Background: an optimization exercise with open tools, aiming at small area, a short achievable clock period and few clock cycles. Do not read the settings as production practice. Function was checked by simulation only, so behaviour that the tests miss may differ from the original. Power and IR drop assume default switching activity.

==> flow/design.v <==
package atdw_pkg;
    localparam logic [7:0] CH_LF     = 8'h0A;
    localparam logic [7:0] CH_ESC    = 8'h1B;
    localparam logic [7:0] CH_LBRACK = 8'h5B;
    localparam logic [7:0] CH_SEMI   = 8'h3B;
    localparam logic [7:0] CH_ZERO   = 8'h30;
    localparam logic [7:0] CH_NINE   = 8'h39;
    localparam logic [7:0] CH_M      = 8'h6D;
    localparam logic [1:0] PH_IDLE  = 2'd0;
    localparam logic [1:0] PH_ESC   = 2'd1;
    localparam logic [1:0] PH_PARAM = 2'd2;
    function automatic logic [15:0] sat_inc(input logic [15:0] a);
        sat_inc = (&a) ? a : (a + 16'd1);
    endfunction
endpackage
module atdw_step (
    input  logic [7:0] text_byte,
    output logic       is_lf,
    output logic       is_esc,
    output logic       is_lbrack,
    output logic       is_m,
    output logic       is_param
);
    assign is_lf     = (text_byte == atdw_pkg::CH_LF);
    assign is_esc    = (text_byte == atdw_pkg::CH_ESC);
    assign is_lbrack = (text_byte == atdw_pkg::CH_LBRACK);
    assign is_m      = (text_byte == atdw_pkg::CH_M);
    assign is_param  = ((text_byte >= atdw_pkg::CH_ZERO) && (text_byte <= atdw_pkg::CH_NINE)) ||
                       (text_byte == atdw_pkg::CH_SEMI);
endmodule
module ansi_text_display_width_meter (
    input  logic        clk,
    input  logic        rst_n,
    input  logic        in_valid,
    output logic        in_stall,
    input  logic [7:0]  text_byte,
    input  logic        is_last,
    output logic        out_valid,
    input  logic        out_stall,
    output logic [15:0] total_bytes,
    output logic [15:0] total_display,
    output logic [15:0] line_count,
    output logic [15:0] max_line_bytes,
    output logic [15:0] max_line_display
);
    logic        out_valid_reg;
    logic        dirty;          
    logic [1:0]  phase;
    logic        line_empty;     
    logic [15:0] bt;             
    logic [15:0] dt;             
    logic [15:0] dt_save;        
    logic [15:0] lc;             
    logic [15:0] wb;             
    logic [15:0] gb;             
    logic [15:0] wd;             
    logic [15:0] gd;             
    logic [15:0] wd_save;        
    logic [15:0] gd_save;        
    logic in_lf, in_esc, in_lbrack, in_m, in_param;
    logic b_valid, b_last, is_lf, is_esc, is_lbrack, is_m, is_param;
    logic take, clr, close, stay, gb_zero, gd_zero;
    logic inc_bt, inc_dt, inc_lc, inc_wb, dec_gb, inc_wd, dec_gd;
    atdw_step u_cls (
        .text_byte (text_byte),
        .is_lf     (in_lf),
        .is_esc    (in_esc),
        .is_lbrack (in_lbrack),
        .is_m      (in_m),
        .is_param  (in_param)
    );
    assign in_stall = out_valid_reg;
    always_ff @(posedge clk or negedge rst_n)
    begin
        if (!rst_n)
            b_valid <= 1'b0;
        else if (!out_valid_reg)
            b_valid <= in_valid;
    end
    always_ff @(posedge clk)
    begin
        if (!out_valid_reg)
        begin
            b_last    <= is_last;
            is_lf     <= in_lf;
            is_esc    <= in_esc;
            is_lbrack <= in_lbrack;
            is_m      <= in_m;
            is_param  <= in_param;
        end
    end
    assign take = b_valid && !out_valid_reg;
    assign clr  = (out_valid_reg && !out_stall) || dirty;
    always_ff @(posedge clk or negedge rst_n)
    begin
        if (!rst_n)
        begin
            out_valid_reg <= 1'b0;
            dirty         <= 1'b1;
        end
        else
        begin
            out_valid_reg <= (take && b_last) || (out_valid_reg && out_stall);
            dirty         <= 1'b0;
        end
    end
    assign close   = (phase == atdw_pkg::PH_PARAM) && is_m;
    assign stay    = ((phase == atdw_pkg::PH_ESC) && is_lbrack) || ((phase == atdw_pkg::PH_PARAM) && is_param);
    assign gb_zero = (gb == 16'd0);
    assign gd_zero = (gd == 16'd0);
    assign inc_bt = take && !(&bt);
    assign inc_dt = take && !(&dt);
    assign inc_lc = take && !is_lf && line_empty && !(&lc);
    assign inc_wb = take && !is_lf && gb_zero && !(&wb);
    assign dec_gb = take && !is_lf && !gb_zero;
    assign inc_wd = take && !is_lf && gd_zero && !(&wd);
    assign dec_gd = take && !is_lf && !gd_zero;
    always_ff @(posedge clk)
    begin
        if (clr)
        begin
            phase      <= atdw_pkg::PH_IDLE;
            line_empty <= 1'b1;
        end
        else if (take)
        begin
            phase      <= is_esc ? atdw_pkg::PH_ESC : (stay ? atdw_pkg::PH_PARAM : atdw_pkg::PH_IDLE);
            line_empty <= is_lf;
        end
    end
    always_ff @(posedge clk)
    begin
        if (take && is_esc)
        begin
            dt_save <= dt;
            wd_save <= wd;
            gd_save <= gd;
        end
    end
    always_ff @(posedge clk)
    begin
        bt <= clr ? 16'd0 : bt + {15'd0, inc_bt};
        dt <= clr ? 16'd0 : (take && close) ? dt_save : dt + {15'd0, inc_dt};
        lc <= clr ? 16'd0 : lc + {15'd0, inc_lc};
        wb <= clr ? 16'd0 : wb + {15'd0, inc_wb};
        gb <= clr ? 16'd0 : (take && is_lf) ? wb : gb - {15'd0, dec_gb};
        wd <= clr ? 16'd0 : (take && close) ? wd_save : wd + {15'd0, inc_wd};
        gd <= clr ? 16'd0 : (take && close) ? gd_save : (take && is_lf) ? wd : gd - {15'd0, dec_gd};
    end
    assign out_valid        = out_valid_reg;
    assign total_bytes      = bt;
    assign total_display    = dt;
    assign line_count       = lc;
    assign max_line_bytes   = wb;
    assign max_line_display = wd;
endmodule
Settings: LEC_CHECK=0, CAP_MARGIN=20, CORE_MARGIN=2, CORE_UTILIZATION=40, SLEW_MARGIN=20; clock period 9.0 ns.
standard.sh (not shown) runs the stock make flow with config.mk's settings and CLKGATE_MAP_FILE= SYNTH_SCRIPT=/design/flow/synth_recipe.tcl, a recipe that flattens the netlist after the stock synthesis.
==> flow/flow/run.sh <==
#!/bin/bash
# standard layout, with small port buffers and timing repair aimed below the clock period
set -o pipefail
bash standard.sh 'BUFFER_PORTS_ARGS=-buffer_cell sky130_fd_sc_hd__buf_1' 'SETUP_SLACK_MARGIN=6.4' finish > standard.log 2>&1
Testbench counts at the start, summed over its fixed seeds: cycles 154,188.
Rerun with:
==> flow/flow/run.sh (replaced) <==
#!/bin/bash
set -o pipefail
bash standard.sh 'BUFFER_PORTS_ARGS=-buffer_cell sky130_fd_sc_hd__buf_1' 'SETUP_SLACK_MARGIN=6.1' 'CTS_ARGS=-sink_clustering_enable -repair_clock_nets -buf_list sky130_fd_sc_hd__clkbuf_8 -root_buf sky130_fd_sc_hd__clkbuf_16 -sink_clustering_size 30 -dont_use_dummy_load' finish > standard.log 2>&1
Result:
- The new run finished with timing, DRC and antenna clean
- die area does not change
- total power goes down by about 19%
- combinational power goes down by about 15%
- routed wire length goes down by about 13%
- maximum frequency goes down by 3.0%
- setup slack is worse by 0.084 ns
- via count goes down by 7.9%
- sequential cell count stays the same
- area after synthesis does not change
- utilization goes down by 11 points

[separate check: timing with driven ports]
The results above use ideal ports. As a check the final layouts listed here were re-extracted and re-timed, cells and wires unchanged. Step 1 sets driving cells, clkbuf_16 on the clock port and buf_2 on the other inputs (assumed; they add their load-dependent delay and slew). Step 2 adds t to the input delays and takes it off the output delays; t is the mean of the earliest and latest rising clock arrival at the registers after step 1. Input paths then give back, and output paths get back, about the clock's delay inside the block. a / b / c = no drivers / after step 1 / after step 2; a / b = the first two.
run	t (ns)	setup WS [ns]	clock arrival spread, ns
the first run	0.467	6.237 / 6.193 / 6.068	0.012 / 0.012
the second run	0.414	6.153 / 6.104 / 5.889	0.032 / 0.032
After both steps setup and hold are still met in every run listed. For the second run, which loses most, drivers alone change the setup slack by -0.049 ns; drivers and shift together by -0.264 ns.
